This design comes from an exercise in tuning for small area, a short achievable clock period and few clock cycles per item on the open sky130 flow, not from production work.
Function was checked by simulation only, so behaviour that the tests miss may differ from the original.

==> flow/design.v <==
package alu_pkg;
   typedef enum logic [2:0] {add, sub, mul, div, sl, sr} opcode_t;
   typedef enum logic {sign, unsign} operand_type_t;
   typedef enum logic [2:0] {IDLE, MUL, DIV, DFIXQ, DFIXR} state_t;
   typedef enum logic [2:0] {U0, UA, UHI, UM, UNA, UNLO, UNHI} usel_t;
endpackage
module seq_bitlen #(
   parameter int WIDTH = 32
) (
   input  logic [WIDTH-1:0]       v,
   output logic [$clog2(WIDTH):0] len
);
   always_comb begin
      len = '0;
      for (int i = 0; i < WIDTH; i++)
         if (v[i]) len = ($clog2(WIDTH)+1)'(i + 1);
   end
endmodule
module seq_alu_hs #(
   parameter int WIDTH = 32
) (
   input  logic                 clk,
   input  logic                 rst_n,
   input  logic                 in_valid,
   output logic                 in_ready,
   input  logic [2:0]           in_opc,
   input  logic                 in_op_type,
   input  logic [WIDTH-1:0]     in_op_a,
   input  logic [WIDTH-1:0]     in_op_b,
   output logic                 out_valid,
   input  logic                 out_ready,
   output logic [2*WIDTH-1:0]   out_result,
   output logic                 out_dz,
   output logic                 busy
);
   alu_pkg::state_t  state, state_nx;
   logic        v1;                 
   logic [2:0]  opc;
   logic        sgn;
   logic [31:0] oa, ob;             
   logic        sa, sb, accept, idle, start, fin, dz;
   logic [63:0] p;                  
   logic [1:0]  mcnt;
   logic [4:0]  dcnt;
   logic        q_neg, r_neg;
   logic        ds;                 
   logic        norm_go;
   assign sa       = sgn & oa[31];
   assign sb       = sgn & ob[31];
   assign idle     = state == alu_pkg::IDLE;
   assign start    = v1 && idle && (!out_valid || out_ready);
   logic        single, fin_m, m_early, one_step;
   assign m_early  = oa[31:11] == {21{sa}};
   assign one_step = single || (opc == alu_pkg::mul && m_early);
   assign in_ready = !v1 || fin_m || (idle && one_step && (!out_valid || out_ready));
   assign accept   = in_valid && in_ready;
   assign busy     = v1;
   assign dz       = ob == '0;
   assign out_result = p;
   logic [31:0] in_a, in_b;
   logic [1:0]  steps_a, steps_b;
   logic        in_swap;
   function automatic logic [1:0] mul_steps(input logic [31:0] v, input logic s);
      mul_steps = v[31:11] == {21{s}} ? 2'd1 : v[31:23] == {9{s}} ? 2'd2 : 2'd3;
   endfunction
   assign steps_a = mul_steps(in_op_a, in_op_type == alu_pkg::sign && in_op_a[31]);
   assign steps_b = mul_steps(in_op_b, in_op_type == alu_pkg::sign && in_op_b[31]);
   assign in_swap = in_opc == alu_pkg::mul && steps_b < steps_a;
   assign in_a    = in_swap ? in_op_b : in_op_a;
   assign in_b    = in_swap ? in_op_a : in_op_b;
   alu_pkg::usel_t   c_usel, n_usel;
   logic             c_xds, n_xds;       
   logic             c_cin, n_cin;
   logic             n_one, n_neg;       
   logic             c_norm, n_norm;     
   alu_pkg::state_t  f_state;            
   logic [2:0]       f_opc;
   logic             f_sgn, f_sa, f_sb, f_dz;
   always_comb begin
      f_state = state_nx;
      if (accept) begin
         f_opc = in_opc;
         f_sgn = in_op_type == alu_pkg::sign;
         f_sa  = f_sgn & in_op_a[31];
         f_sb  = f_sgn & in_op_b[31];
         f_dz  = in_op_b == '0;
      end else begin
         f_opc = opc;
         f_sgn = sgn;
         f_sa  = sa;
         f_sb  = sb;
         f_dz  = dz;
      end
      n_usel = alu_pkg::U0;
      n_xds  = 1'b0;
      n_cin  = 1'b0;
      n_one  = 1'b0;
      n_neg  = 1'b0;
      n_norm = 1'b0;
      case (f_state)
         alu_pkg::IDLE:
            case (f_opc)
               alu_pkg::add: begin n_usel = alu_pkg::UA; n_one = 1'b1; end
               alu_pkg::sub: begin n_usel = alu_pkg::UA; n_one = 1'b1; n_neg = 1'b1; end
               alu_pkg::div: begin
                  n_usel = alu_pkg::UNA;    
                  n_cin  = 1'b1;
                  n_norm = !f_dz;           
               end
               default: ;
            endcase
         alu_pkg::MUL: n_usel = alu_pkg::UM;
         alu_pkg::DIV: begin
            n_usel = alu_pkg::UHI;
            n_xds  = 1'b1;
            n_one  = 1'b1;
            n_neg  = !(start ? sb : ds);
         end
         alu_pkg::DFIXQ: begin n_usel = alu_pkg::UNLO; n_cin = 1'b1; end
         default:        begin n_usel = alu_pkg::UNHI; n_cin = 1'b1; end
      endcase
   end
   logic [32:0] m_x;
   logic [33:0] m_acc;
   logic [45:0] y;
   logic [33:0] z;
   always_comb
      case (c_usel)
         alu_pkg::UA:   m_acc = {sa, sa, oa};
         alu_pkg::UHI:  m_acc = {2'b00, p[63:32]};
         alu_pkg::UM:   m_acc = p[63:30];
         alu_pkg::UNA:  m_acc = ~{2'b00, oa};
         alu_pkg::UNLO: m_acc = ~{2'b00, p[31:0]};
         alu_pkg::UNHI: m_acc = ~{2'b00, p[63:32]};
         default:       m_acc = '0;
      endcase
   assign m_x = {c_xds ? ds : sb, ob};
   assign z   = y[33:0];
   logic [5:0]  bs_one, bs_two, bs_neg;
   logic [5:0]  e_one, e_two, e_neg;
   logic [11:0] e_bits;
   logic        e_low;
   logic        f_mstep;            
   assign f_mstep = f_state == alu_pkg::MUL || (f_state == alu_pkg::IDLE && f_opc == alu_pkg::mul);
   assign e_bits  = f_state == alu_pkg::MUL ? oa[23:12] : accept ? in_a[11:0] : oa[11:0];
   assign e_low   = f_state == alu_pkg::MUL && oa[11];
   always_comb
      for (int j = 0; j < 6; j++) begin
         logic b2, b1, b0;
         b2 = e_bits[2*j+1];
         b1 = e_bits[2*j];
         b0 = (j == 0) ? e_low : e_bits[2*j-1];
         e_one[j] = b1 ^ b0;
         e_two[j] = (b2 & ~b1 & ~b0) | (~b2 & b1 & b0);
         e_neg[j] = b2 & ~(b1 & b0);
      end
   localparam logic [45:0] K = 46'h2AAA_0000_0000;    
   logic [45:0] rows [6];
   logic [45:0] negs;
   always_comb begin
      negs = '0;
      for (int j = 0; j < 6; j++) begin
         logic [34:0] sel;
         sel = bs_one[j] ? {{2{m_x[32]}}, m_x} : bs_two[j] ? {m_x[32], m_x, 1'b0} : 35'd0;
         sel = sel ^ {35{bs_neg[j]}};
         rows[j] = {11'd0, ~sel[34], sel[33:0]} << (2*j);
         negs[2*j] = bs_neg[j];
      end
   end
   assign y = {12'd0, ~m_acc[33], m_acc[32:0]} + rows[0] + rows[1] + rows[2] + rows[3] + rows[4] + rows[5]
              + negs + {K[45:1], c_cin};
   logic [31:0] sh_in, sh_w, sh_rev, oa_rev, ob_rev;
   logic [4:0]  sh_amt, dm;
   logic        sh_ar;
   always_comb
      for (int i = 0; i < 32; i++) begin
         oa_rev[i] = oa[31-i];
         ob_rev[i] = ob[31-i];
         sh_rev[i] = sh_w[31-i];
      end
   assign sh_in  = c_norm ? ob_rev : (opc == alu_pkg::sl) ? oa_rev : oa;
   assign sh_amt = c_norm ? dm : ob[4:0];
   assign sh_ar  = !c_norm && opc == alu_pkg::sr && sa;
   assign sh_w   = 32'({{32{sh_ar}}, sh_in} >> sh_amt);
   logic [5:0]  la_in, lbn_in, la_r, lb_r;
   logic [31:0] la_v, lb_v;
   logic        in_sa, in_sb, in_pw;
   assign in_sa = in_op_type == alu_pkg::sign && in_op_a[31];
   assign in_sb = in_op_type == alu_pkg::sign && in_op_b[31];
   assign in_pw = ((~in_op_a >> 1) & in_op_a) == '0;
   assign la_v  = in_sa ? ~in_op_a : in_op_a;
   assign lb_v  = in_sb ? ~in_op_b : in_op_b;
   seq_bitlen #(.WIDTH(32)) u_la (.v(la_v), .len(la_in));
   seq_bitlen #(.WIDTH(32)) u_lb (.v(lb_v), .len(lbn_in));
   always_ff @(posedge clk) begin
      if (accept) la_r <= la_in + {5'd0, in_sa & in_pw};
      if (accept) lb_r <= (lbn_in == '0) ? 6'd1 : lbn_in;
   end
   assign dm = la_r > lb_r ? 5'(la_r - lb_r) : 5'd0;
   assign norm_go = c_norm && start;
   always_comb begin
      state_nx = state;
      fin_m    = 1'b0;
      case (state)
         alu_pkg::IDLE:
            if (start) begin
               if (opc == alu_pkg::mul) begin
                  if (!m_early) state_nx = alu_pkg::MUL;
               end else if (!single) state_nx = alu_pkg::DIV;
            end
         alu_pkg::MUL:
            if (mcnt == 2'd2 || m_early) begin
               state_nx = alu_pkg::IDLE;
               fin_m    = 1'b1;
            end
         alu_pkg::DIV:
            if (dcnt == '0) begin
               if (q_neg)      state_nx = alu_pkg::DFIXQ;
               else if (r_neg) state_nx = alu_pkg::DFIXR;
               else begin
                  state_nx = alu_pkg::IDLE;
                  fin_m    = 1'b1;
               end
            end
         alu_pkg::DFIXQ:
            if (r_neg) state_nx = alu_pkg::DFIXR;
            else begin
               state_nx = alu_pkg::IDLE;
               fin_m    = 1'b1;
            end
         default: begin
            state_nx = alu_pkg::IDLE;
            fin_m    = 1'b1;
         end
      endcase
   end
   assign fin = fin_m || (start && one_step);
   always_ff @(posedge clk or negedge rst_n)
      if (!rst_n) begin
         state     <= alu_pkg::IDLE;
         v1        <= 1'b0;
         out_valid <= 1'b0;
      end else begin
         state <= state_nx;
         if (accept)   v1 <= 1'b1;
         else if (fin) v1 <= 1'b0;
         if (fin)            out_valid <= 1'b1;
         else if (out_ready) out_valid <= 1'b0;
      end
   logic [63:0] p_nx;
   logic        p_lo_en, p_mid_en, p_top_en, p_hi_en;    
   logic        mul_step, mul_sel, mul_last;
   assign mul_sel  = (idle && opc == alu_pkg::mul) || state == alu_pkg::MUL;
   assign mul_step = (start && opc == alu_pkg::mul) || state == alu_pkg::MUL;
   assign mul_last = state == alu_pkg::MUL && mcnt == 2'd2;
   always_comb begin
      p_nx = p;
      if (c_norm)
         p_nx = {sa ? z[31:0] : oa, 32'd0};
      else
         case (state)
            alu_pkg::IDLE:
               case (opc)
                  alu_pkg::add, alu_pkg::sub: p_nx = {{30{z[33]}}, z};
                  alu_pkg::sl:                p_nx = {{32{sgn & sh_rev[31]}}, sh_rev};
                  alu_pkg::sr:                p_nx = {{32{sgn & sh_w[31]}}, sh_w};
                  default:                    p_nx = {oa, 32'hFFFF_FFFF};
               endcase
            alu_pkg::DIV:   p_nx = {z[33] ? p[63:32] : z[31:0], p[30:0], ~z[33]};
            alu_pkg::DFIXQ: p_nx[31:0] = z[31:0];
            default:        p_nx[63:32] = z[31:0];
         endcase
      if (mul_sel) begin
         p_nx[11:0]  = y[11:0];
         p_nx[23:12] = y[11:0];
         p_nx[29:24] = y[5:0];
         p_nx[63:30] = mul_last ? y[39:6] : y[45:12];
         if (m_early && !mul_last) begin
            if (idle) begin
               p_nx[23:12] = y[23:12];
               p_nx[29:24] = y[29:24];
               p_nx[63:30] = {{18{y[45]}}, y[45:30]};
            end else begin
               p_nx[29:24] = y[17:12];
               p_nx[63:30] = {{6{y[45]}}, y[45:18]};
            end
         end
      end
   end
   always_comb begin
      p_lo_en  = 1'b0;
      p_mid_en = 1'b0;
      p_top_en = 1'b0;
      p_hi_en  = 1'b0;
      if (start) begin
         p_lo_en  = 1'b1;
         p_mid_en = p_lo_en && (opc != alu_pkg::mul || m_early);
         p_top_en = p_mid_en;
         p_hi_en  = p_lo_en;
      end else if (state == alu_pkg::MUL) begin
         p_mid_en = !mul_last;
         p_top_en = mul_last || m_early;
         p_hi_en  = 1'b1;
      end else if (!idle) begin
         p_lo_en  = 1'b1;
         p_mid_en = 1'b1;
         p_top_en = 1'b1;
         p_hi_en  = 1'b1;
      end
   end
   always_ff @(posedge clk) begin
      if (p_lo_en)  p[11:0]  <= p_nx[11:0];
      if (p_mid_en) p[23:12] <= p_nx[23:12];
      if (p_top_en) p[29:24] <= p_nx[29:24];
      if (p_hi_en)  p[63:30] <= p_nx[63:30];
      c_usel <= n_usel;
      c_xds  <= n_xds;
      c_cin  <= n_cin;
      c_norm <= n_norm;
      if (start) begin
         out_dz <= opc == alu_pkg::div && dz;
         q_neg  <= sa ^ sb;
         r_neg  <= sa;
         ds     <= sb;
         mcnt   <= 2'd1;
      end else if (state == alu_pkg::MUL) mcnt <= mcnt + 2'd1;
      if (f_mstep) begin
         bs_one <= e_one;
         bs_two <= e_two;
         bs_neg <= e_neg;
      end else begin
         bs_one <= {5'b00000, n_one};
         bs_two <= 6'b000000;
         bs_neg <= {5'b00000, n_neg};
      end
      if (norm_go) dcnt <= dm;
      else if (state == alu_pkg::DIV) dcnt <= dcnt - 5'd1;
      if (accept) begin
         single <= !(in_opc == alu_pkg::mul || (in_opc == alu_pkg::div && in_op_b != '0));
         opc <= in_opc;
         sgn <= in_op_type == alu_pkg::sign;
         oa  <= in_a;
         ob  <= in_b;
      end else begin
         if ((start && opc == alu_pkg::mul) || state == alu_pkg::MUL)
            oa <= {{12{sa}}, oa[31:12]};
         if (norm_go) ob <= sh_rev;
         else if (state == alu_pkg::DIV) ob <= {ds, ob[31:1]};
      end
   end
endmodule
==> flow/flow/run.sh <==
#!/bin/bash
set -e
echo 'export BUFFER_PORTS_ARGS = -buffer_cell sky130_fd_sc_hd__buf_1' >> config.mk
bash standard.sh > standard.log 2>&1
==> flow/standard.sh <==
#!/bin/bash
# synth_recipe.tcl (not shown) runs the flow's synth.tcl, then flattens the netlist and writes it again
# the make line also repeats each setting of config.mk as NAME=value (left out here)
make -C /OpenROAD-flow-scripts/flow DESIGN_CONFIG=/design/flow/config.mk WORK_HOME=/design/flow/orfs CLKGATE_MAP_FILE= SYNTH_SCRIPT=/design/flow/synth_recipe.tcl "${@:-finish}"
==> flow/config.mk <==
export PLATFORM = sky130hd
export DESIGN_NAME = seq_alu_hs
export DESIGN_NICKNAME = seq_alu_hs
export VERILOG_FILES = /design/flow/design.v
export SDC_FILE = /design/flow/constraint.sdc
export NUM_CORES = 4
export LEC_CHECK = 0
export ABC_AREA = 1
export CAP_MARGIN = 20
export CORE_MARGIN = 2
export CORE_UTILIZATION = 40
export PLACE_DENSITY = 0.45
export SETUP_SLACK_MARGIN = 3.5
export SLEW_MARGIN = 20
export BUFFER_PORTS_ARGS = -buffer_cell sky130_fd_sc_hd__buf_1
==> flow/constraint.sdc <==
create_clock -name core_clock -period 10.0 [get_ports {clk}]
set_input_delay 2.0000 -clock core_clock [delete_from_list [all_inputs] [get_ports {clk}]]
set_output_delay 2.0000 -clock core_clock [all_outputs]
set_load 0.01 [all_outputs]
==> Flow_metrics.wiki, run 1 <==
{| class="wikitable"
! Metric !! Value
|-
| Outcome || no timing/DRC/antenna violations
|-
| Data arrival time at the worst-slack endpoint || 6.69 ns
|-
| Slew at the pin closest to its max-slew limit || 1.19 ns
|-
| Final setup skew || 0.0216 ns
|-
| Gr ovfl total || 0
|-
| Total clock buffers created by CTS || 17
|-
| Relative max-transition margin || 0.206
|-
| Worst hold-check path type || reg2reg
|-
| Total count of max-transition violations in the final report || 0
|-
| Half-perimeter wire length after placement || 124000 µm
|-
| Crit path buf inv count || 6
|-
| Pin count of the biggest net entering global routing || 71
|-
| Most frequent standard cell in the layout excluding fill and tap cells || nand2_1
|-
| Launching element type of the critical path || register
|-
| Global-route met1 utilization || 0.550
|-
| Fraction of final layout cells with drive strength greater than 1 || 0.123
|-
| Syn-to-layout area delta || 15.2%
|-
| Net count of the mapped netlist || 4657
|-
| WL per Instance || 30.4 µm
|-
| Minimum setup slack after placement || 2.23 ns
|-
| Cell repeated most along the worst path || fa_1
|-
| Average cell area after synthesis || 6.78 µm²
|-
| Max Fclk || 156 MHz
|-
| Die X-Extent || 274 µm
|-
| Number of cells produced by synthesis || 4295
|-
| Number of flops mapped to enable cells by yosys || 150
|-
| Yosys synthesis warning count || 3
|-
| Final weighted congestion of routability-driven global placement || 1.04
|-
| Clock tree from TritonCTS || built
|-
| Routing usage on met3 || 0.106
|-
| Synth Cell Area || 29100 µm²
|-
| Worst setup path class || reg2reg
|-
| Wire length of the first global-routing pass || 230000 µm
|-
| Post-synthesis async set-or-reset flop share || 0.0270
|-
| Highest-count cells in the layout ignoring fill and taps || nand2_1 (700), o21ai_0 (698), inv_1 (566)
|-
| Critical path required time || 10.27 ns
|-
| Slack of the critical path || 3.58 ns
|-
| Unrepaired setup endpoints after global routing || yes
|-
| Via density per instance || 6.19
|-
| Setup violators final || 0
|-
| Die boundary height || 274 µm
|-
| Number of input and output port buffers inserted || 139
|-
| Proportion of synthesized chip area in sequential cells || 0.180
|-
| Filler Cell Count || 7657
|-
| DRC violation count after routing || 0
|-
| Number of iterations in the first detailed-routing pass || 8
|-
| Crit path largest cell delay || 0.51 ns
|-
| CTS root buffer || clkbuf_16
|-
| Hold Vio Cnt, Final || 0
|-
| Final clock period utilization by the worst path || 0.642
|-
| Main flop type after synthesis || edfxtp_1
|-
| NumNets Final || 4784
|-
| Aggregate routed wire length || 164000 µm
|-
| Final setup TNS || 0 ns
|-
| Die Footprint || 74900 µm²
|-
| Post-route ant nets || 0
|-
| Kind of cell adding the most delay to the critical path || adder cells
|-
| Initial standard-cell utilization of the core || 0.406
|-
| Vias in the first global route || 31400
|-
| Via count || 33400
|-
| Met2 capacity usage during global routing || 0.625
|-
| Max clock buf depth || 2
|-
| Fin crit period || 6.42 ns
|-
| Total of flip-flops plus latches after synthesis || 185
|-
| Clock sink count || 185
|-
| Number of cell rows || 98
|-
| Area of the core || 71700 µm²
|-
| Total global-route track usage || 0.431
|-
| Number of antenna violations at the first check in global routing || 8
|-
| Unique cell type count in the Yosys netlist || 67
|-
| Maximum fanout along the worst path || 13
|-
| Standard cell with the maximum stage delay on the critical path || fa_1
|-
| Sort of element at the end of the critical path || register
|-
| H-tree depth || 4
|-
| Register clock-pin slew on the reported worst setup and hold paths || 0.09 ns
|-
| First DRT Iteration DRCs || 4468
|-
| Max-cap viol count || 0
|-
| Highest-utilization routing layer at the global route stage || met2
|-
| Clock Latency Late Sink || 0.52 ns
|-
| Num ports || 140
|}
## path summary, 6_finish.rpt
path | start | to | slack [ns] | depth (start not counted)
max | c_usel[2] | p[28] | 3.58 | 27
min | mcnt[0] | mcnt[0] | 0.49 | 2
max reg2reg | c_usel[2] | p[28] | 3.58 | 27
min reg2reg | mcnt[0] | mcnt[0] | 0.49 | 2
max in group asynchronous | rst_n | v1 | 8.47 | 1
min in group asynchronous | rst_n | state[2] | 1.32 | 1
## area by class of cell
type                            instances  area [µm²]  share of cell area
Multi-Input combinational cell       3219       21400               0.640
Sequential cell                       185        5270               0.157
Inverter                              632        2520              0.0751
Timing Repair Buffer                  357        2430              0.0724
Tap cell                              950        1190              0.0355
Clock buffer                           18         439              0.0131
Clock inverter                         14         158             0.00470
Timing Repair inverter                 10        70.1             0.00209
Antenna cell                            5        12.5            0.000373
## Yosys cell counts, types with 7 or more instances
cell type | number | area [µm²]
a21oi_1 | 287 | 1440
ha_1 | 125 | 1560
and2_1 | 25 | 156
dfxtp_1 | 30 | 601
nor3_1 | 40 | 200
o22ai_1 | 119 | 744
o21ai_0 | 725 | 3630
buf_1 | 30 | 113
nor4_1 | 19 | 119
inv_1 | 602 | 2260
fa_1 | 165 | 3300
nand2_1 | 710 | 2670
nand4_1 | 35 | 219
buf_6 | 14 | 158
clkbuf_1 | 180 | 676
a221oi_1 | 8 | 70.1
or2_2 | 12 | 75.1
o2111ai_1 | 22 | 193
xor2_1 | 268 | 2350
o221ai_1 | 18 | 158
o21ai_1 | 98 | 490
buf_2 | 23 | 115
xnor2_1 | 17 | 149
nor2_2 | 7 | 43.8
clkinv_1 | 10 | 37.5
nor2_1 | 245 | 920
nand2_2 | 7 | 43.8
buf_4 | 12 | 90.1
a211oi_1 | 7 | 52.6
o211ai_1 | 40 | 300
edfxtp_1 | 150 | 4500
a31oi_1 | 13 | 81.3
inv_2 | 18 | 67.6
nand3_1 | 126 | 631
## flip-flops by register name, summed over array words and instances, names as in the netlist, 5 cells and up
register  cells
bs_neg        6
lb_r          6
la_r          6
oa           32
dcnt          5
bs_two        6
ob           32
bs_one        6
p            64
## routing by layer
layer,wire [µm],vias to the layer above
li1,-,14700
met1,62600,16000
met2,67300,2188
met3,18600,578
met4,15400,6
met5,47,-
## cell families after synthesis
family / after synthesis / share of synthesized area
simple gates: 1244 / 0.180
fa+ha+maj: 290 / 0.167
buf+inv: 892 / 0.121
compound gates: 1395 / 0.264
mux: 2 / 0.000688
flops: 185 / 0.180
xor+xnor: 287 / 0.0869
## worst register-to-register path: cells and delay by family, from the launching register on
kind	cells	cell delay, ns
buffers and inverters	6	0.96
AO/OA/AOI/OAI	10	1.38
adder cells (fa/ha/maj)	5	2.29
flip-flops	1	0.40
AND/OR/NAND/NOR	6	1.15
## metrics by stage
| step | hold slack [ns] | instance area [µm²] | cells | util |
|---|---|---|---|---|
| after floorplan | 0.444 | 29100 | 4295 | - |
| after global placement | 0.455 | 30300 | 5209 | 0.423 |
| after detailed placement | 0.468 | 30300 | 5209 | 0.423 |
| after CTS | 0.489 | 32100 | 5320 | 0.447 |
| after global routing | 0.526 | 33500 | 5385 | 0.467 |
| final | 0.485 | 33500 | 5390 | 0.467 |
## timing repair
action,in CTS,in global routing
setup endpoints to repair,82,78
resized for setup,122,219
gates cloned,10,2
pin swaps,14,53
hold buffers,0,0
setup buffers,69,62
Testbench counts, summed over its fixed seeds: cycles 19,184, items 12,000.
==> run 2: changes to the inputs <==
--- a/flow/config.mk
+++ b/flow/config.mk
@@ -14,2 +14,3 @@
 export SLEW_MARGIN = 20
+export TNS_END_PERCENT = 0
 export BUFFER_PORTS_ARGS = -buffer_cell sky130_fd_sc_hd__buf_1
==> Flow_metrics.wiki, run 2 <==
{| class="wikitable"
! Metric !! Value
|-
| Regs by FF count || p (64), oa (32), ob (32)
|-
| Clock Latency Late Sink || 0.53 ns
|-
| Main flop type after synthesis || edfxtp_1
|-
| Outcome || no timing/DRC/antenna violations
|-
| Slew at the pin closest to its max-slew limit || 1.23 ns
|-
| Count leader, synth || o21ai_0
|-
| H-tree depth || 4
|-
| Final instance area || 33600 µm²
|-
| Number of flops mapped to enable cells by yosys || 150
|-
| Most frequent cells after synthesis || o21ai_0 (725), nand2_1 (710), inv_1 (602), a21oi_1 (287), xor2_1 (268)
|-
| DRC violation count after routing || 0
|-
| Aggregate routed wire length || 164000 µm
|-
| Initial standard-cell utilization of the core || 0.406
|-
| Highest-count cells in the layout ignoring fill and taps || nand2_1 (698), o21ai_0 (696), inv_1 (567)
|-
| First DRT Iteration DRCs || 4638
|-
| Num ports || 140
|-
| Number of flip-flops under the largest register name || 64
|-
| Clock sink count || 185
|-
| Die Footprint || 74900 µm²
|-
| Relative max-transition margin || 0.179
|-
| Minimum hold slack || 0.485 ns
|-
| Hold Vio Cnt, Final || 0
|-
| Unique cell type count in the Yosys netlist || 67
|-
| Maximum fanout along the worst path || 6
|-
| Number of cells produced by synthesis || 4295
|-
| Fin crit period || 6.53 ns
|-
| Final setup TNS || 0 ns
|-
| Most frequent standard cell in the layout excluding fill and tap cells || nand2_1
|-
| Final setup skew || 0.0252 ns
|-
| Post-route ant nets || 0
|-
| Clock tree from TritonCTS || built
|-
| Standard cell with the maximum stage delay on the critical path || fa_1
|-
| Crit path largest cell delay || 0.52 ns
|-
| Area of the core || 71700 µm²
|-
| Total global-route track usage || 0.429
|-
| Yosys synthesis warning count || 3
|-
| Number of input and output port buffers inserted || 139
|-
| Sort of element at the end of the critical path || register
|-
| Final clock period utilization by the worst path || 0.653
|-
| Synth Cell Area || 29100 µm²
|-
| CTS root buffer || clkbuf_16
|-
| Number of cell rows || 98
|-
| Worst hold-check path type || reg2reg
|-
| Wire length of the first global-routing pass || 229000 µm
|-
| Via count || 33700
|-
| Average cell area after synthesis || 6.78 µm²
|-
| NumNets Final || 4791
|-
| Cts-stage hold buffer count || 0
|-
| Cell type contributing the most total cell area after synthesis || edfxtp_1
|-
| Number of iterations in the first detailed-routing pass || 7
|-
| Critical path required time || 10.28 ns
|-
| Max-cap viol count || 0
|-
| Combined area of the multi-input logic cells || 21500 µm²
|-
| Syn-to-layout area delta || 15.5%
|-
| Launching element type of the critical path || register
|-
| Total of flip-flops plus latches after synthesis || 185
|-
| Filler Cell Count || 7645
|-
| Data arrival time at the worst-slack endpoint || 6.80 ns
|-
| Fraction of final layout cells with drive strength greater than 1 || 0.124
|-
| Largest reg by FF count || p
|-
| Total count of max-transition violations in the final report || 0
|-
| Setup violators final || 0
|-
| Final weighted congestion of routability-driven global placement || 1.04
|-
| Post-synthesis async set-or-reset flop share || 0.0270
|-
| Number of antenna violations at the first check in global routing || 10
|-
| Pin count of the biggest net entering global routing || 71
|-
| Gr ovfl total || 0
|-
| Half-perimeter wire length after placement || 124000 µm
|-
| Register clock-pin slew on the reported worst setup and hold paths || 0.10 ns
|-
| Die boundary height || 274 µm
|-
| Worst setup path class || reg2reg
|-
| Net count of the mapped netlist || 4657
|-
| Storage element area || 5270 µm²
|-
| Die X-Extent || 274 µm
|-
| Cell types occupying the most area after synthesis || edfxtp_1 (15%), o21ai_0 (12%), fa_1 (11%)
|-
| Top-area cell type share of the netlist area || 0.155
|-
| Area after detailed placement || 30300 µm²
|-
| Max clock buf depth || 2
|-
| Vias in the first global route || 31300
|-
| WL per Instance || 30.4 µm
|-
| Unrepaired setup endpoints after global routing || yes
|-
| Total clock buffers created by CTS || 17
|-
| Cell repeated most along the worst path || fa_1
|-
| Proportion of synthesized chip area in sequential cells || 0.180
|-
| Via density per instance || 6.24
|-
| Max Fclk || 153 MHz
|}
## run 2: cell counts after synthesis
No cell type changed its count.
## run 2: cell families (layout without fill, tap and decap cells)
| group | after synthesis | in the layout | share of synthesized area |
|---|---|---|---|
| AOI/OAI and AO/OA | 1395 | 1395 | 0.264 |
| and+or+nand+nor | 1244 | 1245 | 0.180 |
| buffers and inverters | 892 | 1038 | 0.121 |
| adders and majority gates | 290 | 290 | 0.167 |
| xor gates and xnor gates | 287 | 287 | 0.0869 |
| DFF | 185 | 185 | 0.180 |
| muxes | 2 | 2 | 0.000688 |
| other | 0 | 11 | 0 |
## run 2: worst paths after layout
kind	slack, ns	end	start	depth (start not counted)
worst max-delay path	3.47	p[43]	oa[21]	29
worst min-delay path	0.49	mcnt[0]	mcnt[0]	2
worst max register to register	3.47	p[43]	oa[21]	29
worst min register to register	0.49	mcnt[0]	mcnt[0]	2
max in group asynchronous	8.46	v1	rst_n	1
min in group asynchronous	1.32	state[2]	rst_n	1
## run 2: layout make-up
type	instances	share of cell area
multi-input cells	3219	0.638
diodes	11	0.000818
repair buffers	364	0.0748
well taps	950	0.0353
flip-flops and latches	185	0.157
clock inverters	14	0.00469
repair inverters	10	0.00208
clock buffers	18	0.0131
inverters	632	0.0747
## run 2: per-stage QoR
stage | setup WS [ns] | cells | util
6_report | 3.47 | 5403 | 0.469
2_1_floorplan | 3.77 | 4295 | -
3_3_place_gp | 2.30 | 5209 | 0.423
3_5_place_dp | 2.23 | 5209 | 0.423
5_1_grt | 3.29 | 5392 | 0.468
4_1_cts | 3.30 | 5301 | 0.443
## run 2: critical path, delay by kind of cell (launching register included)
kind / cells / cell delay, ns
buffers and inverters: 7 / 1.08
AND/OR/NAND/NOR: 9 / 1.19
AO/OA/AOI/OAI: 7 / 1.20
flip-flops: 1 / 0.37
XOR/XNOR: 1 / 0.18
adder cells (fa/ha/maj): 5 / 2.28
## run 2: what timing repair did
item,4_1_cts,5_1_grt
setup endpoints to repair,82,82
gates cloned,10,3
buffers inserted,50,87
resized for setup,93,253
hold endpoints to repair,0,0
pin swaps,8,63
## run 2: per-layer routing
metal / global-route usage / share of wire / up-vias
met1: 0.553 / 0.39 / 16200
li1: - / - / 14700
met5: 0 / 0.00030 / -
met4: 0.325 / 0.091 / 8
met2: 0.624 / 0.41 / 2258
met3: 0.0950 / 0.11 / 566
==> run 3: changes to the inputs <==
--- a/flow/config.mk
+++ b/flow/config.mk
@@ -10,7 +10,6 @@
 export CORE_MARGIN = 2
-export CORE_UTILIZATION = 40
-export PLACE_DENSITY = 0.45
+export CORE_UTILIZATION = 50
+export PLACE_DENSITY = 0.6
 export SETUP_SLACK_MARGIN = 3.5
 export SLEW_MARGIN = 20
-export TNS_END_PERCENT = 0
 export BUFFER_PORTS_ARGS = -buffer_cell sky130_fd_sc_hd__buf_1
==> Flow_metrics.wiki, run 3 <==
{| class="wikitable"
! Metric !! Value
|-
| Average cell area after synthesis || 6.78 µm²
|-
| Final instance area || 32800 µm²
|-
| Final weighted congestion of routability-driven global placement || 1.11
|-
| Main flop type after synthesis || edfxtp_1
|-
| Standard cell with the maximum stage delay on the critical path || edfxtp_1
|-
| Area of the core || 57600 µm²
|-
| CTS root buffer || clkbuf_16
|-
| Outcome || no timing/DRC/antenna violations
|-
| Number of antenna violations at the first check in global routing || 11
|-
| Critical path required time || 10.25 ns
|-
| Worst Hold Path Cells || 2
|-
| Capturing element of the worst setup path || p[35]
|-
| Slew at the pin closest to its max-slew limit || 1.15 ns
|-
| Total count of max-transition violations in the final report || 0
|-
| Vias in the first global route || 31100
|-
| Register clock-pin slew on the reported worst setup and hold paths || 0.08 ns
|-
| Clock Latency Late Sink || 0.51 ns
|-
| Fin cells || 5168
|-
| Number of instances in the placed design || 5017
|-
| Cell types occupying the most area after synthesis || edfxtp_1 (15%), o21ai_0 (12%), fa_1 (11%)
|-
| Final clock period utilization by the worst path || 0.650
|-
| Post-route ant nets || 0
|-
| Die X-Extent || 245 µm
|-
| Launch point of the worst path || oa[24]
|-
| Maximum fanout along the worst path || 7
|-
| H-tree depth || 4
|-
| Aggregate routed wire length || 155000 µm
|-
| Number of cells produced by synthesis || 4295
|-
| WL per Instance || 30.0 µm
|-
| Synth Cell Area || 29100 µm²
|-
| Post-synthesis async set-or-reset flop share || 0.0270
|-
| Regs by FF count || p (64), oa (32), ob (32)
|-
| Kind of cell adding the most delay to the critical path || adder cells
|-
| Origin of the worst min-delay path || mcnt[0]
|-
| First DRT Iteration DRCs || 5239
|-
| Launching element type of the critical path || register
|-
| Net count of the mapped netlist || 4657
|-
| DRC violation count after routing || 0
|-
| Worst Reg-to-Reg Cells || 25
|-
| Proportion of synthesized chip area in sequential cells || 0.180
|-
| Gr ovfl total || 0
|-
| NumNets Final || 4744
|-
| Unique cell type count in the Yosys netlist || 67
|-
| Crit path largest cell delay || 0.82 ns
|-
| Worst hold-check path type || reg2reg
|-
| Area after detailed placement || 30000 µm²
|-
| Final setup skew || 0.0212 ns
|-
| Die boundary height || 245 µm
|-
| Fraction of final layout cells with drive strength greater than 1 || 0.117
|-
| Total clock buffers created by CTS || 17
|-
| Pin count of the biggest net entering global routing || 71
|-
| Layout Utilization || 0.570
|-
| Cell type contributing the most total cell area after synthesis || edfxtp_1
|-
| Max clock buf depth || 2
|-
| Most frequent standard cell in the layout excluding fill and tap cells || nand2_1
|-
| Clock sink count || 185
|-
| Total global-route track usage || 0.509
|-
| Most frequent cells after synthesis || o21ai_0 (725), nand2_1 (710), inv_1 (602), a21oi_1 (287), xor2_1 (268)
|-
| Top-area cell type share of the netlist area || 0.155
|-
| Max Fclk || 154 MHz
|-
| Half-perimeter wire length after placement || 117000 µm
|-
| Cell repeated most along the worst path || inv_1
|-
| Syn-to-layout area delta || 12.7%
|-
| Cts-stage hold buffer count || 0
|-
| Hold Vio Cnt, Final || 0
|-
| Number of cell rows || 88
|-
| Number of flip-flops under the largest register name || 64
|-
| Via density per instance || 6.54
|-
| Max-cap viol count || 0
|-
| Fin crit period || 6.50 ns
|-
| Setup violators final || 0
|-
| Largest reg by FF count || p
|-
| Cell count along the critical path || 25
|-
| Via count || 33800
|-
| Relative max-transition margin || 0.234
|-
| Crit path buf inv count || 6
|-
| Clock tree from TritonCTS || built
|-
| Number of flops mapped to enable cells by yosys || 150
|-
| Count leader, synth || o21ai_0
|-
| Die Footprint || 60200 µm²
|-
| Worst setup path class || reg2reg
|-
| Num ports || 140
|-
| Number of input and output port buffers inserted || 139
|-
| Worst setup slack for register-to-register paths || 3.50 ns
|-
| Yosys synthesis warning count || 3
|-
| Worst R2R Start || oa[24]
|-
| Highest-count cells in the layout ignoring fill and taps || nand2_1 (700), o21ai_0 (692), inv_1 (566)
|-
| Wire length of the first global-routing pass || 220000 µm
|-
| Filler Cell Count || 5756
|-
| Final setup TNS || 0 ns
|-
| Initial standard-cell utilization of the core || 0.505
|-
| Data arrival time at the worst-slack endpoint || 6.75 ns
|-
| Unrepaired setup endpoints after global routing || yes
|-
| Number of iterations in the first detailed-routing pass || 8
|-
| Sort of element at the end of the critical path || register
|-
| R2R Path End || p[35]
|-
| Total of flip-flops plus latches after synthesis || 185
|}
[run 3: worst register-to-register path: stages, from the launching register on]
cell       delay [ns]
edfxtp_1         0.82
inv_1            0.34
o22ai_2          0.28
nor3_2           0.10
fa_2             0.42
fa_1             0.65
fa_2             0.51
fa_1             0.52
inv_1            0.05
ha_2             0.30
nand2_1          0.12
nor2_1           0.06
inv_1            0.08
nor2_1           0.06
nor3_2           0.13
nand2_1          0.12
a21oi_4          0.17
inv_1            0.07
a21oi_2          0.16
inv_1            0.09
a21oi_4          0.16
buf_4            0.14
xor2_2           0.36
nor2_1           0.10
a2111oi_2        0.37
a21oi_1          0.07
[run 3: final cells by class]
type	count	area (µm²)	share of cell area
diodes	8	20.0	0.000610
clock buffers	18	439	0.0134
clock inverters	14	141	0.00431
inverters	632	2490	0.0758
multi-input cells	3218	21300	0.650
flip-flops and latches	185	5280	0.161
well taps	765	957	0.0292
repair buffers	321	2120	0.0645
repair inverters	7	50.0	0.00153
[run 3: how the worst min path moves through the flow]
stage / endpoint
after global routing: mcnt[0]
after CTS: mcnt[0]
after global placement: mcnt[0]
final: mcnt[0]
after detailed placement: mcnt[0]
after floorplan: mcnt[0]
[run 3: cell families after synthesis]
kind of cell	count (synthesis)	synth area share
buffers and inverters	892	0.121
adder cells (fa/ha/maj)	290	0.167
multiplexers	2	0.000688
AND/OR/NAND/NOR	1244	0.180
flip-flops	185	0.180
AO/OA/AOI/OAI	1395	0.264
XOR/XNOR	287	0.0869
[run 3: repair_timing]
| action | in CTS | in global routing |
|---|---|---|
| endpoints found under the setup margin | 83 | 86 |
| gates cloned | 7 | 1 |
| pin swaps | 11 | 51 |
| gates resized for setup | 131 | 204 |
| buffers inserted | 49 | 54 |
[run 3: metal layers]
metal,vias to the layer above,global-route usage,wire [µm]
li1,14600,-,-
met1,15700,0.608,54100
met2,2770,0.723,62500
met3,755,0.198,22900
met4,12,0.409,15700
met5,-,0,83
[run 3: through the flow]
| stage | worst slack [ns] | hold slack, ns |
|---|---|---|
| floorplan | 3.77 | 0.444 |
| global placement | 2.25 | 0.455 |
| detailed placement | 2.15 | 0.464 |
| CTS | 3.48 | 0.484 |
| global route | 3.39 | 0.525 |
| finish | 3.50 | 0.489 |
==> run 4: changes to the inputs <==
--- a/flow/design.v
+++ b/flow/design.v
@@ -51,5 +51,5 @@
    assign start    = v1 && idle && (!out_valid || out_ready);
-   logic        single, fin_m, m_early, one_step;
+   logic        single, fin_m, m_early, one_step, d_small;
    assign m_early  = oa[31:11] == {21{sa}};
-   assign one_step = single || (opc == alu_pkg::mul && m_early);
+   assign one_step = single || (opc == alu_pkg::mul && m_early) || (opc == alu_pkg::div && d_small);
    assign in_ready = !v1 || fin_m || (idle && one_step && (!out_valid || out_ready));
@@ -199,3 +199,4 @@
    assign dm = la_r > lb_r ? 5'(la_r - lb_r) : 5'd0;
-   assign norm_go = c_norm && start;
+   assign d_small = la_r < lb_r;
+   assign norm_go = c_norm && start && !d_small;
    always_comb begin
@@ -208,3 +209,3 @@
                   if (!m_early) state_nx = alu_pkg::MUL;
-               end else if (!single) state_nx = alu_pkg::DIV;
+               end else if (!one_step) state_nx = alu_pkg::DIV;
             end
@@ -257,3 +258,3 @@
       p_nx = p;
-      if (c_norm)
+      if (c_norm && !d_small)
          p_nx = {sa ? z[31:0] : oa, 32'd0};
@@ -266,3 +267,3 @@
                   alu_pkg::sr:                p_nx = {{32{sgn & sh_w[31]}}, sh_w};
-                  default:                    p_nx = {oa, 32'hFFFF_FFFF};
+                  default:                    p_nx = {oa, {32{dz}}};
                endcase
==> Flow_metrics.wiki, run 4 <==
{| class="wikitable"
! Metric !! Value
|-
| Outcome || no timing/DRC/antenna violations
|-
| Wire length of the first global-routing pass || 216000 µm
|-
| Number of input and output port buffers inserted || 139
|-
| Worst hold-check path type || reg2reg
|-
| Number of flip-flops under the largest register name || 64
|-
| Sort of element at the end of the critical path || register
|-
| Most frequent cells after synthesis || nand2_1 (830), o21ai_0 (694), inv_1 (551), xor2_1 (272), a21oi_1 (242)
|-
| Total of flip-flops plus latches after synthesis || 185
|-
| Final weighted congestion of routability-driven global placement || 1.10
|-
| Layout Utilization || 0.573
|-
| Maximum fanout along the worst path || 5
|-
| Crit-path cells || clkinvlp_4 -> o22ai_1 -> nor3_4 -> fa_1 -> fa_1 -> fa_1 -> fa_1 -> inv_1 -> ha_1 -> a21oi_2 -> nor2_1 -> a211oi_4 -> nor2_1 -> a211oi_2 -> nand3_1 -> xor2_2 -> o21ai_0 -> nand2_1 -> o221ai_1 -> a32oi_1 -> nand2_1
|-
| Most frequent standard cell in the layout excluding fill and tap cells || nand2_1
|-
| Origin of the worst min-delay path || mcnt[0]
|-
| Pin count of the biggest net entering global routing || 69
|-
| Synth Cell Area || 29400 µm²
|-
| Unrepaired setup endpoints after global routing || yes
|-
| Highest-count cells in the layout ignoring fill and taps || nand2_1 (814), o21ai_0 (674), inv_1 (528)
|-
| Relative max-transition margin || 0.159
|-
| Launching element type of the critical path || register
|-
| Number of iterations in the first detailed-routing pass || 22
|-
| Worst Reg-to-Reg Cells || 21
|-
| Largest reg by FF count || p
|-
| NumNets Final || 4832
|-
| Area of the core || 57900 µm²
|-
| Average cell area after synthesis || 6.72 µm²
|-
| Via density per instance || 6.56
|-
| Final setup skew || 0.0240 ns
|-
| Fin crit period || 6.57 ns
|-
| Net count of the mapped netlist || 4741
|-
| Slew at the pin closest to its max-slew limit || 1.25 ns
|-
| Fraction of final layout cells with drive strength greater than 1 || 0.116
|-
| Cell repeated most along the worst path || fa_1
|-
| Number of antenna violations at the first check in global routing || 9
|-
| Max-cap viol count || 0
|-
| Post-synthesis async set-or-reset flop share || 0.0270
|-
| Total global-route track usage || 0.497
|-
| Max Fclk || 152 MHz
|-
| WL per Instance || 29.4 µm
|-
| Crit path largest cell delay || 0.88 ns
|-
| Die X-Extent || 247 µm
|-
| R2R Path End || p[41]
|-
| Count leader, synth || nand2_1
|-
| Number of cell rows || 88
|-
| Critical path required time || 10.28 ns
|-
| First DRT Iteration DRCs || 6195
|-
| Regs by FF count || p (64), oa (32), ob (32)
|-
| Syn-to-layout area delta || 12.6%
|-
| Register clock-pin slew on the reported worst setup and hold paths || 0.09 ns
|-
| CTS root buffer || clkbuf_16
|-
| Initial standard-cell utilization of the core || 0.508
|-
| Final setup TNS || 0 ns
|-
| Data arrival time at the worst-slack endpoint || 6.85 ns
|-
| Top-area cell type share of the netlist area || 0.153
|-
| Cell type contributing the most total cell area after synthesis || edfxtp_1
|-
| Vias in the first global route || 31300
|-
| Half-perimeter wire length after placement || 114000 µm
|-
| Post-route ant nets || 0
|-
| Clock sink count || 185
|-
| Num ports || 140
|-
| Number of flops mapped to enable cells by yosys || 150
|-
| DRC violation count after routing || 0
|-
| Clock Latency Late Sink || 0.53 ns
|-
| Kind of cell adding the most delay to the critical path || adder cells
|-
| Yosys synthesis warning count || 3
|-
| Standard cell with the maximum stage delay on the critical path || edfxtp_1
|-
| Via count || 34500
|-
| Unique cell type count in the Yosys netlist || 64
|-
| Proportion of synthesized chip area in sequential cells || 0.178
|-
| Worst R2R Start || oa[30]
|-
| H-tree depth || 4
|-
| Hold path endpoint || mcnt[0]
|-
| Setup violators final || 0
|-
| Worst setup path class || reg2reg
|-
| Final clock period utilization by the worst path || 0.657
|-
| Hold Vio Cnt, Final || 0
|-
| Cts-stage hold buffer count || 0
|-
| Total clock buffers created by CTS || 17
|-
| Cell types occupying the most area after synthesis || edfxtp_1 (15%), o21ai_0 (12%), fa_1 (11%)
|-
| Die boundary height || 247 µm
|-
| Die Footprint || 60800 µm²
|-
| Clock tree from TritonCTS || built
|-
| Gr ovfl total || 0
|-
| Aggregate routed wire length || 155000 µm
|-
| Total count of max-transition violations in the final report || 0
|-
| Worst Hold Path Cells || 2
|-
| Number of cells produced by synthesis || 4379
|-
| Max clock buf depth || 2
|-
| Main flop type after synthesis || edfxtp_1
|-
| Worst setup slack for register-to-register paths || 3.43 ns
|-
| Crit path buf inv count || 2
|}
-- run 4: cell type report --
cell class,instances,area [µm²]
clock buffers,18,429
fillers,5859,24700
well taps,765,957
multi-input cells,3327,21700
clock inverters,14,179
inverters,586,2290
repair buffers,343,2220
repair inverters,10,75.1
diodes,4,10.0
flip-flops and latches,185,5270
-- run 4: worst min-delay path, stage by stage, from the launching register on --
cell and delay [ns]:
dfxtp_1 0.33, nand2_1 0.05, nand3_1 0.06
-- run 4: timing repair --
item | 4_1_cts | 5_1_grt
hold endpoints to repair | 0 | 0
cloned | 9 | 5
setup endpoints to repair | 105 | 99
buffers inserted | 68 | 68
gates resized for setup | 117 | 162
pin swaps | 4 | 35
-- run 4: cell families (layout without fill, tap and decap cells) --
family,count (synthesis),in the layout,synth area share
other cells,0,4,0
mux,6,6,0.00204
simple gates,1382,1384,0.198
buf+inv,870,971,0.118
compound gates,1356,1357,0.253
xor+xnor,290,290,0.0863
flops,185,185,0.178
fa+ha+maj,290,290,0.165
-- run 4: worst max-delay path by stage --
stage                  to  startpoint  cells past startpoint  slack (ns)
floorplan           p[32]   c_usel[2]                     24        3.56
global route        p[57]   bs_two[1]                     30        3.30
detailed placement  p[57]   c_usel[1]                     25        2.08
global placement    p[57]   c_usel[1]                     25        2.26
CTS                 p[57]      ob[15]                     27        3.42
finish              p[41]      oa[30]                     21        3.43
-- run 4: layer usage --
metal / vias to the layer above / track usage / share of wire
li1: 14800 / - / -
met1: 15900 / 0.601 / 0.35
met2: 2841 / 0.700 / 0.40
met3: 855 / 0.194 / 0.15
met4: 20 / 0.390 / 0.10
met5: - / 0.0212 / 0.0015
-- run 4: stage by stage --
stage	instances	worst slack [ns]	hold WS [ns]	area, µm²
3_3_place_gp	5065	2.26	0.452	30200
4_1_cts	5175	3.42	0.479	32000
5_1_grt	5248	3.30	0.532	33200
2_1_floorplan	4379	3.56	0.444	29400
3_5_place_dp	5066	2.08	0.458	30200
6_report	5252	3.43	0.476	33200
Testbench counts of run 4, summed over its fixed seeds: cycles 18,716, items 12,000.
==> run 5: changes to the inputs <==
--- a/flow/config.mk
+++ b/flow/config.mk
@@ -10,4 +10,4 @@
 export CORE_MARGIN = 2
-export CORE_UTILIZATION = 50
-export PLACE_DENSITY = 0.6
+export CORE_UTILIZATION = 40
+export PLACE_DENSITY = 0.45
 export SETUP_SLACK_MARGIN = 3.5
==> Flow_metrics.wiki, run 5 <==
{| class="wikitable"
! Metric !! Value
|-
| Max Fclk || 155 MHz
|-
| Number of cells produced by synthesis || 4379
|-
| Total of flip-flops plus latches after synthesis || 185
|-
| Largest reg by FF count || p
|-
| Number of instances in the placed design || 5269
|-
| Unrepaired setup endpoints after global routing || yes
|-
| Final instance area || 33700 µm²
|-
| Syn-to-layout area delta || 14.5%
|-
| First DRT Iteration DRCs || 5169
|-
| Number of flops mapped to enable cells by yosys || 150
|-
| Relative max-transition margin || 0.174
|-
| Net count of the mapped netlist || 4741
|-
| Area after detailed placement || 30600 µm²
|-
| Setup violators final || 0
|-
| Slew at the pin closest to its max-slew limit || 1.23 ns
|-
| Number of iterations in the first detailed-routing pass || 6
|-
| Synth Cell Area || 29400 µm²
|-
| Outcome || no timing/DRC/antenna violations
|-
| Count leader, synth || nand2_1
|-
| Total count of max-transition violations in the final report || 0
|-
| Main flop type after synthesis || edfxtp_1
|-
| Initial standard-cell utilization of the core || 0.404
|-
| Fraction of final layout cells with drive strength greater than 1 || 0.127
|-
| Critical path required time || 10.24 ns
|-
| Highest-count cells in the layout ignoring fill and taps || nand2_1 (812), o21ai_0 (674), inv_1 (523)
|-
| Gr ovfl total || 0
|-
| Total global-route track usage || 0.433
|-
| Area of the core || 73000 µm²
|-
| Hold Vio Cnt, Final || 0
|-
| NumNets Final || 4822
|-
| Proportion of synthesized chip area in sequential cells || 0.178
|-
| Vias in the first global route || 31900
|-
| Die boundary height || 275 µm
|-
| Worst Hold Path Cells || 2
|-
| H-tree depth || 4
|-
| Launching element type of the critical path || register
|-
| Register clock-pin slew on the reported worst setup and hold paths || 0.08 ns
|-
| Cell type contributing the most total cell area after synthesis || edfxtp_1
|-
| Minimum setup slack after placement || 2.06 ns
|-
| Data arrival time at the worst-slack endpoint || 6.68 ns
|-
| CTS root buffer || clkbuf_16
|-
| Number of input and output port buffers inserted || 139
|-
| Worst Reg-to-Reg Cells || 18
|-
| Total clock buffers created by CTS || 17
|-
| DRC violation count after routing || 0
|-
| Max clock buf depth || 2
|-
| Yosys synthesis warning count || 3
|-
| Regs by FF count || p (64), oa (32), ob (32)
|-
| Die X-Extent || 275 µm
|-
| Num ports || 140
|-
| Final setup TNS || 0 ns
|-
| Most frequent standard cell in the layout excluding fill and tap cells || nand2_1
|-
| Clock tree from TritonCTS || built
|-
| Slack of the critical path || 3.56 ns
|-
| Unique cell type count in the Yosys netlist || 64
|-
| Origin of the worst min-delay path || mcnt[0]
|-
| Launch point of the worst path || oa[30]
|-
| Max-cap viol count || 0
|-
| Half-perimeter wire length after placement || 127000 µm
|-
| Number of cell rows || 99
|-
| Pin count of the biggest net entering global routing || 71
|-
| Top-area cell type share of the netlist area || 0.153
|-
| Clock Latency Late Sink || 0.51 ns
|-
| Final setup skew || 0.0233 ns
|-
| Post-route ant nets || 0
|-
| Most frequent cells after synthesis || nand2_1 (830), o21ai_0 (694), inv_1 (551), xor2_1 (272), a21oi_1 (242)
|-
| Clock sink count || 185
|-
| Number of flip-flops under the largest register name || 64
|-
| Aggregate routed wire length || 167000 µm
|-
| Maximum fanout along the worst path || 6
|-
| Post-synthesis async set-or-reset flop share || 0.0270
|-
| Via density per instance || 6.23
|-
| Final clock period utilization by the worst path || 0.644
|-
| Number of antenna violations at the first check in global routing || 11
|-
| Via count || 33800
|-
| Layout Utilization || 0.462
|-
| Final weighted congestion of routability-driven global placement || 1.01
|-
| Fin cells || 5436
|-
| Worst R2R Start || oa[30]
|-
| Cell types occupying the most area after synthesis || edfxtp_1 (15%), o21ai_0 (12%), fa_1 (11%)
|-
| Wire length of the first global-routing pass || 232000 µm
|-
| Average cell area after synthesis || 6.72 µm²
|-
| Die Footprint || 75800 µm²
|-
| Worst setup path class || reg2reg
|-
| Cts-stage hold buffer count || 0
|-
| Worst hold-check path type || reg2reg
|-
| WL per Instance || 30.8 µm
|-
| Fin crit period || 6.44 ns
|-
| Sort of element at the end of the critical path || register
|}
-- run 5: cell counts after synthesis --
No cell type changed its count.
-- run 5: worst paths after layout --
kind / end / slack [ns]
max reg2reg: p[35] / 3.56
min: mcnt[0] / 0.48
max: p[35] / 3.56
min in group asynchronous: out_valid / 1.33
min reg2reg: mcnt[0] / 0.48
max in group asynchronous: state[0] / 8.44
-- run 5: what timing repair did --
action                     CTS  global route
resized for setup          120           220
hold endpoints to repair     0             0
setup endpoints to repair  102            99
pin swaps                    6            41
cloned                       8             4
setup buffers               67            50
-- run 5: final cells by class --
type	instances	area, µm²
Fill cell	7914	39200
Multi-Input combinational cell	3324	22100
Sequential cell	185	5260
Inverter	586	2280
Timing Repair Buffer	334	2170
Tap cell	959	1200
Clock buffer	17	425
Clock inverter	15	190
Timing Repair inverter	12	87.6
Antenna cell	4	10.0
-- run 5: per-layer routing --
metal  GRT usage  wire length, µm
met5     0.00313               89
met1       0.537            64000
met3       0.124            18800
met4       0.326            14900
met2       0.635            69500
-- run 5: kinds of logic after synthesis --
| logic type | Yosys count | share of synthesized area |
|---|---|---|
| AO/OA/AOI/OAI | 1356 | 0.253 |
| XOR/XNOR | 290 | 0.0863 |
| AND/OR/NAND/NOR | 1382 | 0.198 |
| buffers and inverters | 870 | 0.118 |
| adder cells (fa/ha/maj) | 290 | 0.165 |
| multiplexers | 6 | 0.00204 |
| flip-flops | 185 | 0.178 |
-- run 5: critical path: stages, from the launching register on --
cell	delay (ns)
edfxtp_1	0.81
inv_1	0.37
o22ai_2	0.31
nor3_4	0.10
fa_1	0.61
fa_1	0.44
fa_1	0.48
fa_2	0.68
inv_1	0.09
ha_4	0.30
nand2_2	0.09
o21ai_0	0.27
nand2_1	0.09
o211ai_1	0.20
a21oi_4	0.06
xor2_2	0.37
o21ai_0	0.30
a21oi_1	0.50
a21oi_1	0.08
-- run 5: metrics by stage --
step	hold slack [ns]
global placement	0.455
floorplan	0.444
CTS	0.487
finish	0.482
detailed placement	0.464
global route	0.532
==> run 6: changes to the inputs <==
--- a/flow/design.v
+++ b/flow/design.v
@@ -51,5 +51,5 @@
    assign start    = v1 && idle && (!out_valid || out_ready);
-   logic        single, fin_m, m_early, one_step, d_small;
+   logic        single, fin_m, m_early, one_step;
    assign m_early  = oa[31:11] == {21{sa}};
-   assign one_step = single || (opc == alu_pkg::mul && m_early) || (opc == alu_pkg::div && d_small);
+   assign one_step = single || (opc == alu_pkg::mul && m_early);
    assign in_ready = !v1 || fin_m || (idle && one_step && (!out_valid || out_ready));
@@ -70,3 +70,4 @@
    assign in_b    = in_swap ? in_op_a : in_op_b;
-   alu_pkg::usel_t   c_usel, n_usel;
+   alu_pkg::usel_t   n_usel;
+   logic [6:0]       c_uoh;              
    logic             c_xds, n_xds;       
@@ -126,12 +127,8 @@
    logic [33:0] z;
-   always_comb
-      case (c_usel)
-         alu_pkg::UA:   m_acc = {sa, sa, oa};
-         alu_pkg::UHI:  m_acc = {2'b00, p[63:32]};
-         alu_pkg::UM:   m_acc = p[63:30];
-         alu_pkg::UNA:  m_acc = ~{2'b00, oa};
-         alu_pkg::UNLO: m_acc = ~{2'b00, p[31:0]};
-         alu_pkg::UNHI: m_acc = ~{2'b00, p[63:32]};
-         default:       m_acc = '0;
-      endcase
+   assign m_acc = ({34{c_uoh[alu_pkg::UA]}}   & {sa, sa, oa})
+                | ({34{c_uoh[alu_pkg::UHI]}}  & {2'b00, p[63:32]})
+                | ({34{c_uoh[alu_pkg::UM]}}   & p[63:30])
+                | ({34{c_uoh[alu_pkg::UNA]}}  & ~{2'b00, oa})
+                | ({34{c_uoh[alu_pkg::UNLO]}} & ~{2'b00, p[31:0]})
+                | ({34{c_uoh[alu_pkg::UNHI]}} & ~{2'b00, p[63:32]});
    assign m_x = {c_xds ? ds : sb, ob};
@@ -140,18 +137,24 @@
    logic [5:0]  e_one, e_two, e_neg;
-   logic [11:0] e_bits;
-   logic        e_low;
    logic        f_mstep;            
    assign f_mstep = f_state == alu_pkg::MUL || (f_state == alu_pkg::IDLE && f_opc == alu_pkg::mul);
-   assign e_bits  = f_state == alu_pkg::MUL ? oa[23:12] : accept ? in_a[11:0] : oa[11:0];
-   assign e_low   = f_state == alu_pkg::MUL && oa[11];
-   always_comb
+   function automatic logic [17:0] booth12(input logic [11:0] b, input logic low);
+      logic b2, b1, b0;
       for (int j = 0; j < 6; j++) begin
-         logic b2, b1, b0;
-         b2 = e_bits[2*j+1];
-         b1 = e_bits[2*j];
-         b0 = (j == 0) ? e_low : e_bits[2*j-1];
-         e_one[j] = b1 ^ b0;
-         e_two[j] = (b2 & ~b1 & ~b0) | (~b2 & b1 & b0);
-         e_neg[j] = b2 & ~(b1 & b0);
+         b2 = b[2*j+1];
+         b1 = b[2*j];
+         b0 = (j == 0) ? low : b[2*j-1];
+         booth12[j]      = b1 ^ b0;
+         booth12[6 + j]  = (b2 & ~b1 & ~b0) | (~b2 & b1 & b0);
+         booth12[12 + j] = b2 & ~(b1 & b0);
       end
+   endfunction
+   logic [17:0] e_in_a, e_in_b, e_reg, e_sel;
+   assign e_in_a = booth12(in_op_a[11:0], 1'b0);
+   assign e_in_b = booth12(in_op_b[11:0], 1'b0);
+   assign e_reg  = booth12(f_state == alu_pkg::MUL ? oa[23:12] : oa[11:0],
+                           f_state == alu_pkg::MUL && oa[11]);
+   assign e_sel  = f_state != alu_pkg::MUL && accept ? (in_swap ? e_in_b : e_in_a) : e_reg;
+   assign e_one  = e_sel[5:0];
+   assign e_two  = e_sel[11:6];
+   assign e_neg  = e_sel[17:12];
    localparam logic [45:0] K = 46'h2AAA_0000_0000;    
@@ -199,4 +202,3 @@
    assign dm = la_r > lb_r ? 5'(la_r - lb_r) : 5'd0;
-   assign d_small = la_r < lb_r;
-   assign norm_go = c_norm && start && !d_small;
+   assign norm_go = c_norm && start;
    always_comb begin
@@ -209,3 +211,3 @@
                   if (!m_early) state_nx = alu_pkg::MUL;
-               end else if (!one_step) state_nx = alu_pkg::DIV;
+               end else if (!single) state_nx = alu_pkg::DIV;
             end
@@ -258,3 +260,3 @@
       p_nx = p;
-      if (c_norm && !d_small)
+      if (c_norm)
          p_nx = {sa ? z[31:0] : oa, 32'd0};
@@ -267,3 +269,3 @@
                   alu_pkg::sr:                p_nx = {{32{sgn & sh_w[31]}}, sh_w};
-                  default:                    p_nx = {oa, {32{dz}}};
+                  default:                    p_nx = {oa, 32'hFFFF_FFFF};
                endcase
@@ -316,3 +318,3 @@
       if (p_hi_en)  p[63:30] <= p_nx[63:30];
-      c_usel <= n_usel;
+      c_uoh  <= 7'b1 << n_usel;
       c_xds  <= n_xds;
==> Flow_metrics.wiki, run 6 <==
{| class="wikitable"
! Metric !! Value
|-
| Total of flip-flops plus latches after synthesis || 188
|-
| Unique cell type count in the Yosys netlist || 65
|-
| Cell types occupying the most area after synthesis || edfxtp_1 (15%), o21ai_0 (12%), fa_1 (11%)
|-
| Sort of element at the end of the critical path || register
|-
| WL per Instance || 32.0 µm
|-
| Register clock-pin slew on the reported worst setup and hold paths || 0.09 ns
|-
| Die Footprint || 75900 µm²
|-
| Clock Latency Late Sink || 0.52 ns
|-
| Worst setup slack for register-to-register paths || 3.44 ns
|-
| Origin of the worst min-delay path || mcnt[0]
|-
| H-tree depth || 4
|-
| Crit-path cells || inv_2 -> o22ai_1 -> a21oi_1 -> o2111ai_2 -> fa_1 -> inv_1 -> fa_1 -> fa_1 -> inv_1 -> fa_1 -> ha_1 -> nand2_1 -> nor2_1 -> inv_1 -> o221ai_4 -> a21oi_4 -> xor2_4 -> buf_12 -> nand3_4 -> nand4_1 -> o211ai_1 -> a21oi_1
|-
| Unrepaired setup endpoints after global routing || yes
|-
| Highest-count cells in the layout ignoring fill and taps || nand2_1 (805), o21ai_0 (691), inv_1 (509)
|-
| NumNets Final || 4830
|-
| Total clock buffers created by CTS || 17
|-
| Via count || 34100
|-
| DRC violation count after routing || 0
|-
| Number of flip-flops under the largest register name || 64
|-
| Pin count of the biggest net entering global routing || 94
|-
| Regs by FF count || p (64), oa (32), ob (32)
|-
| Die boundary height || 275 µm
|-
| Crit path largest cell delay || 0.69 ns
|-
| Total count of max-transition violations in the final report || 0
|-
| Clock tree from TritonCTS || built
|-
| Most frequent cells after synthesis || nand2_1 (814), o21ai_0 (721), inv_1 (549), xor2_1 (277), a21oi_1 (263)
|-
| Top-area cell type share of the netlist area || 0.153
|-
| Worst R2R Start || oa[30]
|-
| Number of cells produced by synthesis || 4320
|-
| Syn-to-layout area delta || 15.0%
|-
| Fin crit period || 6.56 ns
|-
| Hold Vio Cnt, Final || 0
|-
| Cell count along the critical path || 22
|-
| Max-cap viol count || 0
|-
| Area after detailed placement || 30700 µm²
|-
| Post-route ant nets || 0
|-
| Critical path required time || 10.25 ns
|-
| Vias in the first global route || 31500
|-
| Final weighted congestion of routability-driven global placement || 1.05
|-
| Fraction of final layout cells with drive strength greater than 1 || 0.126
|-
| Largest reg by FF count || p
|-
| Die X-Extent || 275 µm
|-
| Launching element type of the critical path || register
|-
| Worst Reg-to-Reg Cells || 22
|-
| Number of input and output port buffers inserted || 139
|-
| Proportion of synthesized chip area in sequential cells || 0.179
|-
| Launch point of the worst path || oa[30]
|-
| Wire length of the first global-routing pass || 241000 µm
|-
| Total global-route track usage || 0.452
|-
| Crit path buf inv count || 5
|-
| Outcome || no timing/DRC/antenna violations
|-
| Capturing element of the worst setup path || p[43]
|-
| Final clock period utilization by the worst path || 0.656
|-
| Yosys synthesis warning count || 3
|-
| Main flop type after synthesis || edfxtp_1
|-
| Count leader, synth || nand2_1
|-
| Data arrival time at the worst-slack endpoint || 6.81 ns
|-
| Synth Cell Area || 29500 µm²
|-
| Area of the core || 73000 µm²
|-
| Standard cell with the maximum stage delay on the critical path || fa_1
|-
| Gr ovfl total || 0
|-
| Layout Utilization || 0.464
|-
| Cell type contributing the most total cell area after synthesis || edfxtp_1
|-
| Aggregate routed wire length || 174000 µm
|}
[run 6: changes by cell type after synthesis, moves of 16 or more]
| cell | change |
|---|---|
| o2111ai_1 | +16 |
| a31oi_1 | +21 |
| nand2_1 | -16 |
| nor2_1 | -37 |
| a21oi_1 | +21 |
| a221oi_1 | +21 |
| clkbuf_1 | -20 |
| nand3_1 | -25 |
| o22ai_1 | -74 |
| nor3_1 | -20 |
| o21ai_0 | +27 |
[run 6: worst min path at each step]
stage / end / slack [ns] / depth (start not counted)
detailed placement: mcnt[0] / 0.46 / 2
CTS: mcnt[0] / 0.49 / 2
global placement: mcnt[0] / 0.46 / 2
finish: mcnt[0] / 0.48 / 2
floorplan: mcnt[0] / 0.44 / 2
global route: mcnt[0] / 0.51 / 2
[run 6: timing repair]
item / CTS / global route
buffers inserted: 88 / 69
pin swaps: 5 / 41
resized for setup: 123 / 166
cloned: 9 / 4
endpoints found under the setup margin: 80 / 76
[run 6: area by class of cell]
| cell class | count | area (µm²) |
|---|---|---|
| repair buffers | 370 | 2430 |
| clock buffers | 17 | 425 |
| flip-flops and latches | 188 | 5320 |
| fillers | 7771 | 39100 |
| diodes | 8 | 20.0 |
| well taps | 959 | 1200 |
| multi-input cells | 3283 | 21900 |
| inverters | 590 | 2360 |
| repair inverters | 8 | 52.6 |
| clock inverters | 15 | 203 |
[run 6: layer usage]
metal / vias up / share of wire / GRT usage / wire length, µm
met1: 16300 / 0.38 / 0.580 / 66500
met3: 585 / 0.12 / 0.126 / 21500
li1: 14800 / - / - / -
met5: - / 0.00038 / 0 / 67
met2: 2383 / 0.40 / 0.649 / 70200
met4: 10 / 0.091 / 0.325 / 15800
[run 6: stage by stage]
| step | hold WS [ns] | worst slack (ns) | cells |
|---|---|---|---|
| 2_1_floorplan | 0.444 | 4.07 | 4320 |
| 3_3_place_gp | 0.458 | 1.93 | 5227 |
| 3_5_place_dp | 0.461 | 2.07 | 5228 |
| 4_1_cts | 0.487 | 3.43 | 5357 |
| 5_1_grt | 0.513 | 3.44 | 5430 |
| 6_report | 0.484 | 3.44 | 5438 |
[run 6: cell families after synthesis]
logic type | Yosys count | synth area share
adder cells (fa/ha/maj) | 300 | 0.169
AND/OR/NAND/NOR | 1256 | 0.177
XOR/XNOR | 299 | 0.0888
flip-flops | 188 | 0.179
multiplexers | 2 | 0.000679
AO/OA/AOI/OAI | 1421 | 0.270
buffers and inverters | 854 | 0.114
[run 6: worst reg2reg max path, cell delays in order, from the launching register on]
cell,delay [ns]
edfxtp_1,0.66
inv_2,0.30
o22ai_1,0.11
a21oi_1,0.15
o2111ai_2,0.35
fa_1,0.64
inv_1,0.06
fa_1,0.46
fa_1,0.50
inv_1,0.05
fa_1,0.69
ha_1,0.36
nand2_1,0.12
nor2_1,0.05
inv_1,0.14
o221ai_4,0.15
a21oi_4,0.25
xor2_4,0.11
buf_12,0.15
nand3_4,0.18
nand4_1,0.46
o211ai_1,0.27
a21oi_1,0.09
Testbench counts of run 6, summed over its fixed seeds: cycles 19,184, items 12,000.

[afterwards: timing with drivers on the ports]
The flow's constraints put no driver on any port. The routed layouts listed below were extracted and timed again, unchanged, in two steps. Step 1 assumes that a clkbuf_16 drives the clock port and a buf_2 every other input. Step 2 adds t to the input delays and takes it off the output delays; t is the mean of the earliest and latest rising clock arrival at the registers after step 1. Input paths then give back, and output paths get back, about the clock's delay inside the block. Three values: ideal, step 1, step 2; two values: the first two.
run	shift t [ns]	slack for setup (ns)	worst hold slack (ns)	cell pins on the clock port's net
run 1	0.567	3.579 / 3.579 / 3.210	0.485 / 0.485 / 0.485	1
run 2	0.575	3.472 / 3.472 / 3.163	0.485 / 0.485 / 0.485	1
run 3	0.560	3.496 / 3.496 / 3.428	0.489 / 0.489 / 0.489	1
run 4	0.575	3.431 / 3.431 / 3.243	0.476 / 0.476 / 0.476	1
run 5	0.567	3.555 / 3.555 / 3.232	0.482 / 0.482 / 0.482	1
run 6	0.571	3.441 / 3.441 / 3.385	0.484 / 0.484 / 0.484	1
After both steps setup and hold are still met in every run listed. The setup slack of run 1, which loses most, moves by 0.000 ns with the drivers and by -0.369 ns with both steps.
